What follows belongs to an exercise in optimizing a design on an open flow for small area, a short achievable clock period and few clock cycles per item; a production flow would make more cautious choices.
The RTL was checked by simulation tests, not by an equivalence proof against the original design.
Power and IR drop assume default switching activity.

==> design/flow/design.v <==
package wide_add_seq_pkg;
  localparam int DATA_W_DEF = 256;
endpackage
module wide_add_seq_adder #(
  parameter int W = 256
) (
  input  logic [W-1:0] x,
  input  logic [W-1:0] y,
  input  logic         cin,
  output logic [W-1:0] s,
  output logic         cout
);
  assign {cout, s} = {1'b0, x} + {1'b0, y} + {{W{1'b0}}, cin};
endmodule
module wide_add_seq #(
  parameter int DATA_W = wide_add_seq_pkg::DATA_W_DEF
) (
  input  logic              clk,
  input  logic              reset,
  input  logic              start,
  input  logic              sub,
  input  logic [DATA_W-1:0] a,
  input  logic [DATA_W-1:0] b,
  output logic              busy,
  output logic              done,
  output logic [DATA_W-1:0] s,
  output logic              c_out
);
  logic              done_q;
  logic [DATA_W-1:0] s_q;
  logic              c_q;
  logic [DATA_W-1:0] sum;
  logic              cout;
  wide_add_seq_adder #(
    .W (DATA_W)
  ) u_add (
    .x    (a),
    .y    (b ^ {DATA_W{sub}}),
    .cin  (sub),
    .s    (sum),
    .cout (cout)
  );
  always_ff @(posedge clk or negedge reset) begin
    if (!reset) done_q <= 1'b0;
    else        done_q <= start & ~done_q;
  end
  always_ff @(posedge clk) begin
    s_q <= sum;
    c_q <= cout;
  end
  assign busy  = done_q;
  assign done  = done_q;
  assign s     = s_q;
  assign c_out = c_q;
endmodule
==> design/flow/run.sh <==
#!/bin/bash
# synth_recipe.tcl (not shown) runs the flow's synth.tcl, then flattens the netlist and writes it again
# the make line also repeats each setting of config.mk as NAME=value (left out here)
make -C /OpenROAD-flow-scripts/flow DESIGN_CONFIG=/design/flow/config.mk WORK_HOME=/design/flow/orfs CLKGATE_MAP_FILE= SYNTH_SCRIPT=/design/flow/synth_recipe.tcl finish
==> design/flow/config.mk <==
export PLATFORM = sky130hd
export DESIGN_NAME = wide_add_seq
export DESIGN_NICKNAME = wide_add_seq
export VERILOG_FILES = /design/flow/design.v
export SDC_FILE = /design/flow/constraint.sdc
export NUM_CORES = 4
export LEC_CHECK = 0
export CAP_MARGIN = 20
export CORE_MARGIN = 2
export CORE_UTILIZATION = 40
export SLEW_MARGIN = 20
==> design/flow/constraint.sdc <==
create_clock -name core_clock -period 28.0 [get_ports {clk}]
set_input_delay 5.6000 -clock core_clock [delete_from_list [all_inputs] [get_ports {clk}]]
set_output_delay 5.6000 -clock core_clock [all_outputs]
set_load 0.01 [all_outputs]
==> run summary <==
## through the flow
step           utilization, %  hold WS, ps
2_1_floorplan               -          485
3_3_place_gp             52.7          449
3_5_place_dp             52.7          462
4_1_cts                  54.5          472
5_1_grt                  54.6          480
6_report                 54.6          482
## kinds of logic after synthesis
logic type / count (synthesis) / synth area share, %
compound gates: 1176 / 27.5
simple gates: 1040 / 18.6
xor+xnor: 509 / 16.9
fa+ha+maj: 286 / 13.6
buf+inv: 259 / 3.75
flops: 258 / 19.6
mux: 1 / 0.0380
## power by group through the flow
stage	logic (mW)	clock network [mW]	registers (mW)
2_1_floorplan	0.543	0	0.610
3_5_place_dp	1.21	0	0.563
5_1_grt	1.30	0.493	0.566
6_report	1.24	0.473	0.557
4_1_cts	1.22	0.479	0.558
3_3_place_gp	1.22	0	0.563
## registers in the layout, indices dropped and copies added (netlist names)
signal and flops:
s_q 256, done_q 1, c_q 1
## cells in the final DEF, fill, tap and decap left out, types with 114 or more instances in the layout
cell             count
ha_1               285
xor2_1             364
o21ai_0            258
dfxtp_1            257
a21o_1             114
clkdlybuf4s50_1    773
nand2_1            335
a21oi_1            463
nor2_1             280
xnor2_1            145
nand4_1            164
## worst paths after layout
path                                  to  slack (ps)  depth (start not counted)
worst max-delay path            s_q[212]       16240                         18
worst min-delay path              done_q         480                          1
worst max register to register    done_q       27420                          1
worst min register to register    done_q         480                          1
max in group asynchronous         done_q       22740                          1
min in group asynchronous         done_q        5170                          1
## layout make-up
cell class | count | area (um^2) | area share, %
inverters | 83 | 312 | 0.871
clock inverters | 20 | 186 | 0.521
clock buffers | 44 | 982 | 2.75
well taps | 864 | 1080 | 3.02
diodes | 18 | 45.0 | 0.126
repair buffers | 777 | 7790 | 21.8
multi-input cells | 3012 | 20200 | 56.5
flip-flops and latches | 258 | 5170 | 14.5
## metal layers
metal | global-route usage [%] | routed length [um] | part of all wire [%]
met1 | 45.5 | 52500 | 40
met5 | 0 | 83 | 0.064
met2 | 60.2 | 59800 | 46
met3 | 6.38 | 11100 | 8.5
met4 | 18.1 | 7120 | 5.5
==> impl_metrics.ini <==
[status]
status = finished clean

[yosys]
ys_ff_latch = 258
yosysTopAreaCellShare_pct = 19.5
ys_types = 86
synth_warnings = 1
post_synth_inst_count = 3529
count_of_flip_flops_with_a_built_in_enable_after_synthesis = 0
yosys-top-cells-area = dfxtp_1 (20%), ha_1 (14%), xor2_1 (12%)
mean_post_synth_cell_area_um2 = 7.47
post_synth_instance_area_um2 = 26400
synth.most_common_cell = a21oi_1
synth_nets = 4331
synth_top_cell_by_area = dfxtp_1
synth-main-ff-cell = dfxtp_1
ys_top_cells_by_count = a21oi_1 (463), xor2_1 (364), nand2_1 (335), ha_1 (285), nor2_1 (280)
synth_seq_area_share_pct = 19.6
synth_async_sr_flop_share_pct = 0.388

[finish]
nNetsFinal = 4970
flow.area_growth_from_synthesis_pct = 35.7
n_fill_cell = 6421
postLayoutCellArea_um2 = 35800
instances_no_fill = 5076
drive_gt1_share_pct = 2.98

[clock_tree]
htreeDepth = 2
cells_resized_by_post_cts_repair = 0
hold_buffers = 0
clock_tree.root_cell = clkbuf_16
cts.sinks = 258
register_clock_pin_slew_on_the_reported_worst_setup_and_hold_paths_ps = 60
clk_latency_ps = 560
cts_tree = built
cts_buffer_depth = 3
post_cts_setup_buffer_count = 0
numCtsBuffers = 36

[power_and_ir_drop]
switching_power_mw = 0.955
p_per_area_nw_per_um2 = 63.4
seqPwrFrac_pct = 24.6
report.power.total_mw = 2.27
switching_share_pct = 42.1
power.internal_mw = 1.31
pwr-share-clk_pct = 20.9
pwr-share-comb_pct = 54.6
power.ir.vdd_worst_v = 0.0000496
leakagePower_nw = 14.3

[floorplanning]
ioPinCount = 775
rows = 94
die_h_um = 261
floorplan.die_area_um2 = 68000
core_region_area_um2 = 65500
die_w_um = 261
initial_core_util_pct = 40.2

[sta]
final-setup-viol-count = 0
final_hold_vio_count = 0
final.setup.worst_slack_ps = 16240
setup_tns_ps = 0
min_period_ps = 11760
report.final.slew_viol_count = 0
min_period_over_period_pct = 42.0
maxSlewHeadroom_pct = 24.0
achievable-frequency_ghz = 0.0850
max_slew.worst_pin.slew_ps = 1140
final.setup_skew_ps = 0
rsz0062_at_grt = no

[critical_path]
worstReg2RegStart = done_q
slowest_delay_ps = 880
worst-endpoint-required_ps = 28460
critical_path.n_buffers_inverters = 2
critPathSlowestCell = o31ai_1
start_kind = input pin
worstPathArrival_ps = 12220
worst_setup_path_startpoint = sub
critical_path_end_type = flip-flop
criticalPathCategory = input pin to flip-flop
critical_path.max_fanout = 123
crit_path_cell_trace = buf_8 -> buf_12 -> mux2i_1 -> fa_1 -> and2b_1 -> o2111ai_1 -> a2111oi_4 -> o21ba_2 -> o21ai_1 -> a211oi_1 -> nor2_1 -> o31ai_1 -> a21oi_1 -> o31ai_1 -> a21oi_1 -> o21ai_1 -> a221oi_1 -> xnor2_1
worst_path_dominant_cell_family = compound AO/OA/AOI/OAI gates

[grt]
grt_pass1_wl_um = 186000
first_global_vias = 28900
grt_start_max_net_pins = 124
grt.total_usage_pct = 36.4
gr-total-overflow = 0
grt_antenna_before_repair = 17

[drt]
detailroute.via_count = 30000
postRouteAntennaNets = 0
drt_wl_total_um = 131000
route.detailed.wl_per_inst_um = 25.7
drcViolationCount = 0
viasPerCell = 5.91
drt-pass1-iter-count = 9
drt-initial-drc-count = 2918

[placed_design]
place_congestion = 1.05
place.detailed.hpwl_um = 112000
preCtsSetupSlack_ps = 15860
port_buffers = 774
placed_cells = 4994
dpl-instance-area_um2 = 34600

[worst_hold_path]
min_path_type = flip-flop to flip-flop
min-delay-start = done_q

[job]
cap_viol_max_count = 0
Testbench counts, summed over its fixed seeds: cycles 6,400, ops 3,200.

## afterwards: timing with drivers on the ports
How much do the figures lean on ideal ports? The routed layout below was timed once more, with nothing changed but the port constraints.
Step 1, drivers: a clkbuf_16 drives clk and a buf_2 each remaining input, both assumed.
Step 2 moves the port delays by t, midway between the first and last clock arrival at a register: inputs arrive t later, outputs are due t later. That takes back most of the time a late clock gives input paths.
Slacks: ideal ports / drivers / drivers and shift; pairs: ideal ports / drivers.
t, ns: 0.624
setup WS [ns]: 16.236 / 16.244 / 15.620
hold WS [ns]: 0.482 / 0.482 / 0.482
worst register clock-pin slew, ns: 0.07 / 0.07
After both steps this run still meets setup and hold. For this run, drivers alone change the setup slack by +0.008 ns; drivers and shift together by -0.616 ns.
